Source: an optimization exercise on an open RTL-to-GDS flow (aim: small area, a short achievable clock period and few clock cycles per item). Production flows keep margins and buffers that such runs may drop.
Where RTL was checked, it was by simulation tests only, not by an equivalence proof against the original.

Design rgb_luma_range_compress_top, start of the top module:
module rgb_luma_range_compress_top (
  input  wire logic        clk,
  input  wire logic        rst_n,
  input  wire logic        in_tvalid,
  output logic             in_tready,
  input  wire logic [23:0] in_tdata,
  output logic             out_tvalid,
  input  wire logic        out_tready,
  output logic [23:0]      out_tdata
);
  function automatic logic [1:0] fa(input logic a, input logic b, input logic c); fa = {(a & b) | (a & c) | (b & c), a ^ b ^ c}; endfunction
  logic n1;
  logic n2;
  logic n3;
  logic n4;
  logic n5;
  logic n6;
  logic n7;
  logic n8;
  logic n9;
  logic n10;
  logic n11;
  logic n12;
  logic n13;
  logic n14;
  logic n15;
  logic n16;
  logic n17;
  logic n18;
  logic n19;
  logic n20;
  logic n21;
  logic n22;
  logic n23;
  logic n24;
  logic n25;
  logic n26;
  logic n27;
  logic n28;
  logic n29;
  logic n30;
  logic n31;
  logic n32;
  logic n33;
  logic n34;
  logic n35;
  logic n36;
  logic n37;
  logic n38;
  logic n39;
  logic n40;
  logic n41;
  logic n42;
  logic n43;
  logic n44;
  logic n45;
  logic n46;
  logic n47;
  logic n48;
  logic n49;
  logic n50;
  logic n51;
  logic n52;
  logic n53;
  logic n54;
  logic n55;
  logic n56;
  logic n57;
  logic n58;
  logic n59;
  logic n60;
  logic n61;
  logic n62;
  logic n63;
  logic n64;
  logic n65;
  logic n66;
  logic n67;
  logic n68;
  logic n69;
  logic n70;
  logic n71;
  logic n72;
  logic n73;
  logic n74;
  logic n75;
  logic n76;
  logic n77;
  logic n78;
  logic n79;
  logic n80;
  logic n81;
  logic n82;
  logic n83;
  logic n84;
  logic n85;
  logic n86;
  logic n87;
  logic n88;
  logic n89;
  logic n90;
  logic n91;
  logic n92;
  logic n93;
  logic n94;
  logic n95;
  logic n96;
  logic n97;
  logic n98;
  logic n99;
  logic n100;
  logic n101;
  logic n102;
  logic n103;
  logic n104;
  logic n105;
  logic n106;
  logic n107;
  logic n108;
  logic n109;
  logic n110;
  logic n111;
  logic n112;
  logic n113;
  logic n114;
  logic n115;
  logic n116;
  logic n117;
  logic n118;
  logic n119;
  logic n120;
  logic n121;
  logic n122;
  logic n123;
  logic n124;
  logic n125;
  logic n126;
  logic n127;
  logic n128;
  logic n129;
  logic n130;
  logic n131;
  logic n132;
  logic n133;
  logic n134;
  logic n135;
  logic n136;
  logic n137;
  logic n138;
  logic n139;
  logic n140;
  logic n141;
  logic n142;
  logic n143;
  logic n144;
  logic n145;
  ...
==> flow/config.mk <==
export PLATFORM = sky130hd
export DESIGN_NAME = rgb_luma_range_compress_top
export DESIGN_NICKNAME = rgb_luma_range_compress_top
export VERILOG_FILES = /design/flow/design.v
export SDC_FILE = /design/flow/constraint.sdc
export NUM_CORES = 4
export LEC_CHECK = 0
export CAP_MARGIN = 20
export CORE_MARGIN = 2
export CORE_UTILIZATION = 40
export SETUP_SLACK_MARGIN = 2.0
export SLEW_MARGIN = 20
==> flow/constraint.sdc <==
create_clock -name core_clock -period 7.0 [get_ports {clk}]
set_input_delay 1.4000 -clock core_clock [delete_from_list [all_inputs] [get_ports {clk}]]
set_output_delay 1.4000 -clock core_clock [all_outputs]
set_load 0.01 [all_outputs]
standard.sh (not shown) runs the stock make flow with config.mk's settings and CLKGATE_MAP_FILE= SYNTH_SCRIPT=/design/flow/synth_recipe.tcl, a recipe that flattens the netlist after the stock synthesis.
==> flow/flow/run.sh <==
#!/bin/bash
# Own layout flow: the standard ORFS flow (standard.sh) with three synthesis changes.
#  1. Yosys's "synth -run fine:" runs with -noabc, so the full adders that the RTL writes
#     through its function fa() reach extract_fa as written.
#  2. extract_fa only looks at the cells made from fa() (selected by their source line),
#     so the carry-propagate adders and the rest stay plain logic for ABC.
#  3. If flow/abc.script exists, ABC maps the logic with it instead of ORFS's script.
#  4. Half-adder cells are don't-use (dontuse.txt: the platform's list plus
#     sky130_fd_sc_hd__ha_*), so only full adders are extracted.
# Registers, their names and their cell types are those of the standard synthesis.
# make's output goes to make.log here; ORFS writes each step's log under orfs/logs.
set -euo pipefail
W=$PWD
LINE=$(grep -n 'function automatic logic \[1:0\] fa(' design.v | head -1 | cut -d: -f1)
{
  echo 'proc synth {args} {'
  echo '  if {[lsearch -exact $args "fine:"] >= 0} {'
  echo '    yosys synth -nofsm -noshare -noabc {*}$args'
  echo '  } else {'
  echo '    yosys synth -nofsm -noshare {*}$args'
  echo '  }'
  echo '}'
  if [[ -n "$LINE" ]]; then
    echo "proc extract_fa {args} { yosys extract_fa {*}\$args a:src=*design.v:$LINE.* }"
  fi
  if [[ -f flow/abc.script ]]; then
    # ABC runs flow/abc.script in place of the ORFS script (same arguments otherwise)
    echo "proc abc {args} { set i [lsearch -exact \$args -script]; if {\$i >= 0} { lset args [expr {\$i+1}] $W/flow/abc.script }; yosys abc {*}\$args }"
  fi
  tail -n +2 synth_recipe.tcl
} > my_synth.tcl
sed -e "s#SYNTH_SCRIPT=[^ ]*#SYNTH_SCRIPT=$W/my_synth.tcl#" standard.sh > my_standard.sh
DU="$(cat flow/dontuse.txt)"
EXTRA=()
if [[ -f flow/extra.mk ]]; then
  while read -r line; do [[ -n "$line" ]] && EXTRA+=("$line"); done < flow/extra.mk
fi
bash my_standard.sh "DONT_USE_CELLS=$DU" "${EXTRA[@]}" finish > make.log 2>&1
Other scripts of this flow, unchanged in this note and not shown: flow/flow/abc.script, flow/flow/dontuse.txt
Testbench counts at the start, summed over its fixed seeds: cycles 16,032, items 16,000.
Rerun with:
==> flow/flow/extra.mk (new file) <==
BUFFER_PORTS_ARGS=-buffer_cell sky130_fd_sc_hd__buf_1
--- a/flow/config.mk
+++ b/flow/config.mk
@@ -9,4 +9,5 @@
 export CORE_MARGIN = 2
-export CORE_UTILIZATION = 40
-export SETUP_SLACK_MARGIN = 2.0
+export CORE_UTILIZATION = 50
+export PLACE_DENSITY = 0.65
+export SETUP_SLACK_MARGIN = 2.4
 export SLEW_MARGIN = 20
What happened: Routed wire length rose by a few percent. Register-to-register slack is better by 200 ps. Design area increases slightly. Via count grows by a few percent. Global-route usage climbs by 3.3 points. Cell count went down slightly. Utilization goes up by 13 points. Worst setup slack improves by 200 ps.
Rerun with:
==> flow/flow/extra.mk (replaced) <==
BUFFER_PORTS_ARGS=-buffer_cell sky130_fd_sc_hd__buf_1
MATCH_CELL_FOOTPRINT=0
--- a/flow/config.mk
+++ b/flow/config.mk
@@ -9,4 +9,3 @@
 export CORE_MARGIN = 2
-export CORE_UTILIZATION = 50
-export PLACE_DENSITY = 0.65
+export CORE_UTILIZATION = 40
 export SETUP_SLACK_MARGIN = 2.4
Effect: Final area shrinks by 0.63%. Count of clock-buffer cells in the layout is unchanged. Wire length barely changes. Hold slack gets worse by 11 ps. Via count came out lower by 2.6%. Non-clock buffer count drops by 25. Sequential share of layout area goes up by 0.16 points. Synthesized cell count stays the same. Clock skew stays flat. Worst setup slack is better by 53 ps.
Rerun with:
==> flow/flow/extra.mk (replaced) <==
BUFFER_PORTS_ARGS=-buffer_cell sky130_fd_sc_hd__buf_1
--- a/flow/config.mk
+++ b/flow/config.mk
@@ -10,3 +10,5 @@
 export CORE_UTILIZATION = 40
-export SETUP_SLACK_MARGIN = 2.4
+export CTS_BUF_LIST = sky130_fd_sc_hd__clkbuf_8 sky130_fd_sc_hd__clkbuf_4
+export CTS_CLUSTER_DIAMETER = 80
+export CTS_CLUSTER_SIZE = 40
 export SLEW_MARGIN = 20
Via count is lower by 3.0%; clock-buffer cell count does not change; wire length is lower by 6.2%; fmax is lower by about 7%; core utilization is lower by 2.3 points; cell count is lower by about 4.6%; final area is lower by 5.1%.
Rerun with:
--- a/flow/config.mk
+++ b/flow/config.mk
@@ -10,5 +10,3 @@
 export CORE_UTILIZATION = 40
-export CTS_BUF_LIST = sky130_fd_sc_hd__clkbuf_8 sky130_fd_sc_hd__clkbuf_4
-export CTS_CLUSTER_DIAMETER = 80
-export CTS_CLUSTER_SIZE = 40
+export SETUP_SLACK_MARGIN = 2.6
 export SLEW_MARGIN = 20
=> The changed run passed the timing, design-rule and antenna checks. Final cell count rises by 6.5%. Routed wire length rises by 10%. Core utilization rises by 3.4 points. Global-route usage rises by 0.96 points. First-iteration DRC count climbs by 25%. Hold slack degrades by 9.9 ps. Critical path depth falls by 2.
Rerun with:
--- a/flow/config.mk
+++ b/flow/config.mk
@@ -10,3 +10,3 @@
 export CORE_UTILIZATION = 40
-export SETUP_SLACK_MARGIN = 2.6
+export SETUP_SLACK_MARGIN = 3.0
 export SLEW_MARGIN = 20
removed: flow/flow/extra.mk
Result:
- The new run completed with no timing, DRC or antenna violations
- area after synthesis is unchanged
- design area went up by 8.4%
- register-to-register slack gets worse by 40 ps

run a:
rgb_luma_range_compress_top, a different RTL version from the one above (not shown whole).
Size: roughly 970 cells after synthesis, about 130 flip-flops, about 0.012 mm² of cells after synthesis.
## rgb_luma_range_compress_top
module rgb_luma_range_compress_top (
  input  wire logic        clk,
  input  wire logic        rst_n,
  input  wire logic        in_tvalid,
  output logic             in_tready,
  input  wire logic [23:0] in_tdata,
  output logic             out_tvalid,
  input  wire logic        out_tready,
  output logic [23:0]      out_tdata
);
clock: 7.0 ns
lec_check: 0
cap_margin: 20
core_margin: 2
core_utilization: 40
slew_margin: 20
==> flow/flow/run.sh <==
#!/bin/bash
# Own layout flow: the standard ORFS flow (standard.sh) with three synthesis changes.
#  1. Yosys's "synth -run fine:" runs with -noabc, so the full adders that the RTL writes
#     through its function fa() reach extract_fa as written.
#  2. extract_fa only looks at the cells made from fa() (selected by their source line),
#     so the carry-propagate adders and the rest stay plain logic for ABC.
#  3. Half-adder cells are don't-use (dontuse.txt: the platform's list plus
#     sky130_fd_sc_hd__ha_*), so only full adders are extracted.
# Registers, their names and their cell types are those of the standard synthesis.
# make's output goes to make.log here; ORFS writes each step's log under orfs/logs.
set -euo pipefail
W=$PWD
LINE=$(grep -n 'function automatic logic \[1:0\] fa(' design.v | head -1 | cut -d: -f1)
{
  echo 'proc synth {args} {'
  echo '  if {[lsearch -exact $args "fine:"] >= 0} {'
  echo '    yosys synth -nofsm -noshare -noabc {*}$args'
  echo '  } else {'
  echo '    yosys synth -nofsm -noshare {*}$args'
  echo '  }'
  echo '}'
  if [[ -n "$LINE" ]]; then
    echo "proc extract_fa {args} { yosys extract_fa {*}\$args a:src=*design.v:$LINE.* }"
  fi
  tail -n +2 synth_recipe.tcl
} > my_synth.tcl
sed -e "s#SYNTH_SCRIPT=[^ ]*#SYNTH_SCRIPT=$W/my_synth.tcl#" standard.sh > my_standard.sh
DU="$(cat flow/dontuse.txt)"
EXTRA=()
if [[ -f flow/extra.mk ]]; then
  while read -r line; do [[ -n "$line" ]] && EXTRA+=("$line"); done < flow/extra.mk
fi
bash my_standard.sh "DONT_USE_CELLS=$DU" "${EXTRA[@]}" finish > make.log 2>&1
Other scripts of this flow, unchanged in this note and not shown: flow/flow/dontuse.txt
Modified inputs, run b compared to run a
Settings: SETUP_SLACK_MARGIN now 1.0, previously not set.
## What came out
- On layout buffering overhead excluding clock cells, run a and run b are basically level.
- Cmp run b vs run a: pre-CTS worst setup slack higher in run b
- Run b has global-route wire length before repair above what run a had.
No functional check of the RTL was part of any run of this note.

afterwards: timing with drivers on the ports:
No port has a modelled driver above. Below, the same layouts with a new extraction and two added sets of constraints. Step 1 (the two cells are an assumption about what drives the block):
set clk [get_ports {clk}]
set_driving_cell -lib_cell sky130_fd_sc_hd__clkbuf_16 $clk
set_driving_cell -lib_cell sky130_fd_sc_hd__buf_2 [delete_from_list [all_inputs] $clk]
Step 2 moves the port delays by t, midway between the first and last clock arrival at a register: inputs arrive t later, outputs are due t later. That takes back most of the time a late clock gives input paths. Three values: no drivers, after step 1, after step 2; two values: the first two.
run | shift t [ns] | setup slack, ns | worst setup path at the end | cell pins on the clock port's net
the first run of note 1 | 0.398 | 2.333 / 2.333 / 2.333 | register to register | 1
the second run of note 1 | 0.394 | 2.534 / 2.534 / 2.534 | register to register | 1
the third run of note 1 | 0.392 | 2.588 / 2.588 / 2.588 | register to register | 1
the fourth run of note 1 | 0.427 | 2.236 / 2.236 / 2.236 | register to register | 1
the fifth run of note 1 | 0.391 | 2.663 / 2.663 / 2.663 | register to register | 1
the sixth run of note 1 | 0.395 | 2.625 / 2.625 / 2.625 | register to register | 1
run a | 0.458 | 1.344 / 1.301 / 1.758 | register to output | 1
run b | 0.468 | 1.336 / 1.291 / 1.759 | register to output | 1
After both steps setup and hold are still met in every run listed.
